Source: an optimization exercise on an open RTL-to-GDS flow (aim: small area). Production flows keep margins and buffers that such runs may drop.
In this exercise RTL edits were held to simulation tests only and were not proved equivalent to the original.
Power figures rest on the tool's default switching activity, not on a simulated workload.

// fpgaSynth
module fpgaSynth (
	input  logic        MAX10_CLK2_50,
	input  logic        arstN,
	input  logic        cfgWe,
	input  logic        cfgKind,
	input  logic [1:0]  cfgVoice,
	input  logic [31:0] cfgData,
	output logic        i2sSclk,
	output logic        i2sLrclk,
	output logic        i2sData
);
	logic [7:0]  c;
	logic        fill;
	logic        running;
	logic [1:0]  vIdx;
	logic [2:0]  wrPtr;
	logic        fallTick;
	logic        firstFrame;
	logic        firstVoice;
	logic        store;
	assign fallTick   = c[2:0] == 3'd7;
	assign firstFrame = fill && c >= 8'd249 && c <= 8'd252;
	assign firstVoice = vIdx == 2'd0;
	assign store = fill ? (!running && c != 8'd248) : (c == 8'd248);
	logic [31:0] incrReg [4];
	logic [15:0] ampReg  [4];
	logic [1:0]  waveReg [4];
	logic [3:0]  incrSet;
	always_ff @(posedge MAX10_CLK2_50) begin
		if (cfgWe) begin
			if (!cfgKind) incrReg[cfgVoice] <= cfgData;
			else          ampReg[cfgVoice]  <= cfgData[15:0];
		end
	end
	always_ff @(posedge MAX10_CLK2_50 or negedge arstN) begin
		if (!arstN) begin
			for (int v = 0; v < 4; v++) waveReg[v] <= 2'd3;
			incrSet <= '0;
		end else if (cfgWe) begin
			if (!cfgKind) incrSet[cfgVoice] <= 1'b1;
			else          waveReg[cfgVoice] <= cfgData[17:16];
		end
	end
	logic [31:0] ph [5];
	logic        phCarry;
	logic [31:0] curPhase;
	logic [31:0] curIncr;
	logic [16:0] loCarry;
	logic [15:0] loSum;
	logic [16:0] hiCarry;
	logic [15:0] hiSum;
	logic [16:0] incCarry;
	logic [15:0] incSum;
	logic [31:0] phNext;
	assign curPhase = firstFrame ? 32'd0 : ph[0];
  ...
export LEC_CHECK = 0
export CAP_MARGIN = 20
export CORE_MARGIN = 2
export CORE_UTILIZATION = 55
export CTS_BUF_LIST = sky130_fd_sc_hd__clkbuf_16
export CTS_CLUSTER_DIAMETER = 100
export CTS_CLUSTER_SIZE = 30
export SLEW_MARGIN = 20
create_clock -name core_clock -period 12.0 [get_ports {MAX10_CLK2_50}]
run.sh (not shown) runs the stock make flow with config.mk's settings and CLKGATE_MAP_FILE= SYNTH_SCRIPT=/design/flow/synth_recipe.tcl, a recipe that flattens the netlist after the stock synthesis.
Change:
Settings changed: CTS_CLUSTER_SIZE 30 to 28.
=>
- clock power goes down slightly
- global-route usage hardly moves
- setup slack improves by 0.010 ns
- area after synthesis stays the same
- clock skew is lower by 0.012 ns
- utilization is about the same
- power stays flat
Change:
Settings changed: CORE_UTILIZATION 55 to 40, CTS_CLUSTER_DIAMETER 100 to 120, CTS_CLUSTER_SIZE 28 to 24.
What happened:
- The changed run completed with no timing, DRC or antenna violations
- wire length falls by 2.1%
- global-route usage falls by 6.8 points
- design area rises by 1.3%
- die area rises by 37%
- utilization falls by 16 points

* * *

run 1:
fpgaSynth, a different RTL version from the one above (not shown whole).
For scale: about 1,800 cells after synthesis, about 530 flip-flops, about 41 I/O pins.
Design fpgaSynth, start of the top module:
module fpgaSynth (
	input  logic        MAX10_CLK2_50,
	input  logic        arstN,
	input  logic        cfgWe,
	input  logic        cfgKind,
	input  logic [1:0]  cfgVoice,
	input  logic [31:0] cfgData,
	output logic        i2sSclk,
	output logic        i2sLrclk,
	output logic        i2sData
);
	logic [7:0]  c;
	logic        fill;
	logic        running;
	logic [1:0]  vIdx;
	logic        fallTick;
	logic        firstFrame;
	logic        firstVoice;
	assign fallTick   = c[2:0] == 3'd7;
	assign firstFrame = fill && c >= 8'd249 && c <= 8'd252;
	assign firstVoice = vIdx == 2'd0;
	logic [31:0] incrReg [4];
	logic [15:0] ampReg  [4];
	logic [1:0]  waveReg [4];
	logic [3:0]  incrSet;
	always_ff @(posedge MAX10_CLK2_50) begin
		if (cfgWe) begin
			if (!cfgKind) incrReg[cfgVoice] <= cfgData;
			else          ampReg[cfgVoice]  <= cfgData[15:0];
		end
	end
	always_ff @(posedge MAX10_CLK2_50 or negedge arstN) begin
		if (!arstN) begin
			for (int v = 0; v < 4; v++) waveReg[v] <= 2'd3;
			incrSet <= '0;
		end else if (cfgWe) begin
			if (!cfgKind) incrSet[cfgVoice] <= 1'b1;
			else          waveReg[cfgVoice] <= cfgData[17:16];
		end
	end
	logic [31:0] ph [5];
	logic        phCarry;
	logic [31:0] curPhase;
	logic [31:0] curIncr;
	logic [16:0] loCarry;
	logic [15:0] loSum;
	logic [16:0] hiCarry;
	logic [15:0] hiSum;
	logic [16:0] incCarry;
	logic [15:0] incSum;
	logic [31:0] phNext;
	assign curPhase = firstFrame ? 32'd0 : ph[0];
	assign curIncr  = (running && incrSet[vIdx]) ? incrReg[vIdx] : 32'd0;
	assign loCarry[0]  = 1'b0;
	assign hiCarry[0]  = 1'b0;
	assign incCarry[0] = phCarry;
	for (genvar i = 0; i < 16; i++) begin : g_add
		assign loSum[i]      = curPhase[i] ^ curIncr[i] ^ loCarry[i];
		assign loCarry[i+1]  = (curPhase[i] & curIncr[i]) | (loCarry[i] & (curPhase[i] ^ curIncr[i]));
		assign hiSum[i]      = curPhase[16+i] ^ curIncr[16+i] ^ hiCarry[i];
		assign hiCarry[i+1]  = (curPhase[16+i] & curIncr[16+i]) | (hiCarry[i] & (curPhase[16+i] ^ curIncr[16+i]));
		assign incSum[i]     = ph[3][16+i] ^ incCarry[i];
  ...
export LEC_CHECK = 0
export CAP_MARGIN = 20
export CORE_MARGIN = 2
export CORE_UTILIZATION = 70
export CTS_BUF_LIST = sky130_fd_sc_hd__clkbuf_16
export CTS_CLUSTER_DIAMETER = 100
export CTS_CLUSTER_SIZE = 28
export PLACE_DENSITY = 0.8
export SLEW_MARGIN = 20
create_clock -name core_clock -period 12.0 [get_ports {MAX10_CLK2_50}]
standard.sh (not shown) runs the stock make flow with config.mk's settings and CLKGATE_MAP_FILE= SYNTH_SCRIPT=/design/flow/synth_recipe.tcl, a recipe that flattens the netlist after the stock synthesis.
==> flow/flow/run.sh <==
#!/bin/bash
# Layout flow: the standard ORFS layout with three changes.
# 1. Yosys's "synth" normally runs a quick "abc -fast" before ORFS extracts
#    full adders; that pass rewrites the explicit carry-save adder trees with
#    mixed polarities, and the extracted full adders then need inverters
#    between them. SYNTH_ARGS=-noabc skips only that early pass; ORFS's own
#    ABC mapping still runs afterwards.
# 2. Adders' carry chains use Yosys's default Brent-Kung lookahead instead of
#    ORFS's Kogge-Stone map: setting SYNTH_OPERATIONS_ARGS (to the harmless
#    -noshare, which the standard flow's synth wrapper passes anyway) replaces the
#    default "-extra-map lcu_kogge_stone.v".
# 3. Every port still gets its own buffer, but a plain buf_1 instead of the
#    clkdlybuf4s50_1 that buffer_ports picks by default.
# Registers, floorplan, power grid, placement, CTS and routing are standard.
set -euo pipefail
export SYNTH_ARGS="-noabc"
export SYNTH_OPERATIONS_ARGS="-noshare"
export BUFFER_PORTS_ARGS="-buffer_cell sky130_fd_sc_hd__buf_1"
bash standard.sh > standard_flow.log 2>&1
Run 1 was carried through to the last stage, and its layout satisfied the timing, design-rule and antenna checks.
> inputs changed (run 1 -> run 2)
Settings: PLACE_DENSITY no longer set, was 0.8.
Results
- Run 2 | status: complete | timing, DRC, antenna: pass
- Via count across run 2 and run 1: no real change.
- Number of synthesized flops with an enable pin: run 2 vs run 1 identical
- In run 2 relative to run 1, maximum frequency had gone up slightly.
- Pre-CTS setup slack, run 2 and run 1: larger value in run 2
- In the metrics for run 2 and run 1, the one carrying the lower diode insertion count for antenna repair is run 1.
- Ratio of final minimum period to clock period: run 2 vs run 1 down 1.5 points
- On post-route non-filler standard cell count, run 2 and run 1 are neck and neck.
- Reported for run 2 and run 1, number of nets in the synthesized netlist turned out identical to the last digit.
- The cell area of run 2 and that of run 1 are within noise of each other.
- Of run 2 and run 1, the run reporting the higher final critical delay including setup and external delays was run 1.
diff inputs: run 2 => run 3
--- a/flow/flow/run.sh
+++ b/flow/flow/run.sh
@@ -2 +2 @@
-# Layout flow: the standard ORFS layout with three changes.
+# Layout flow: the standard ORFS layout with two changes.
@@ -8,5 +8 @@
-# 2. Adders' carry chains use Yosys's default Brent-Kung lookahead instead of
-#    ORFS's Kogge-Stone map: setting SYNTH_OPERATIONS_ARGS (to the harmless
-#    -noshare, which the standard flow's synth wrapper passes anyway) replaces the
-#    default "-extra-map lcu_kogge_stone.v".
-# 3. Every port still gets its own buffer, but a plain buf_1 instead of the
+# 2. Every port still gets its own buffer, but a plain buf_1 instead of the
@@ -17 +12,0 @@
-export SYNTH_OPERATIONS_ARGS="-noshare"
==> summary.txt <==
- In summary, run 3 completed successfully, with a layout that passed the timing, design-rule and antenna checks.
- Run 2 reports its capture point of the critical path as acc[16] while run 3 reports acc[17].
- Delta (run 3 minus run 2): setup slack down 0.096 ns, final worst-path cycle share higher, maximum frequency now sits lower.

## static timing again, ports no longer ideal
No port has a modelled driver above. Below, the same layouts with a new extraction and two added sets of constraints.
Step 1: set_driving_cell puts a clkbuf_16 on MAX10_CLK2_50 and a buf_2 on each other input, an assumption about the parent block.
Step 2 adds t to the input delays and takes it off the output delays; t is the mean of the earliest and latest rising clock arrival at the registers after step 1. Input paths then give back, and output paths get back, about the clock's delay inside the block.
Three values: no drivers, after step 1, after step 2; two values: the first two.
run	t, ns	setup slack, ns	worst setup path after step 2	latest minus earliest clock arrival (ns)	worst register clock-pin slew, ns
the first run of note 1	0.637	3.303 / 3.303 / 3.303	register to register	0.038 / 0.037	0.12 / 0.12
the second run of note 1	0.637	3.313 / 3.313 / 3.313	register to register	0.025 / 0.026	0.11 / 0.11
the third run of note 1	0.661	3.353 / 3.353 / 3.353	register to register	0.042 / 0.041	0.10 / 0.10
run 1	0.615	2.224 / 2.224 / 2.224	register to register	0.031 / 0.031	0.11 / 0.11
run 2	0.596	2.398 / 2.398 / 2.398	register to register	0.036 / 0.036	0.11 / 0.11
run 3	0.609	2.303 / 2.303 / 2.303	register to register	0.035 / 0.035	0.11 / 0.11
After both steps every run listed still meets setup and hold.
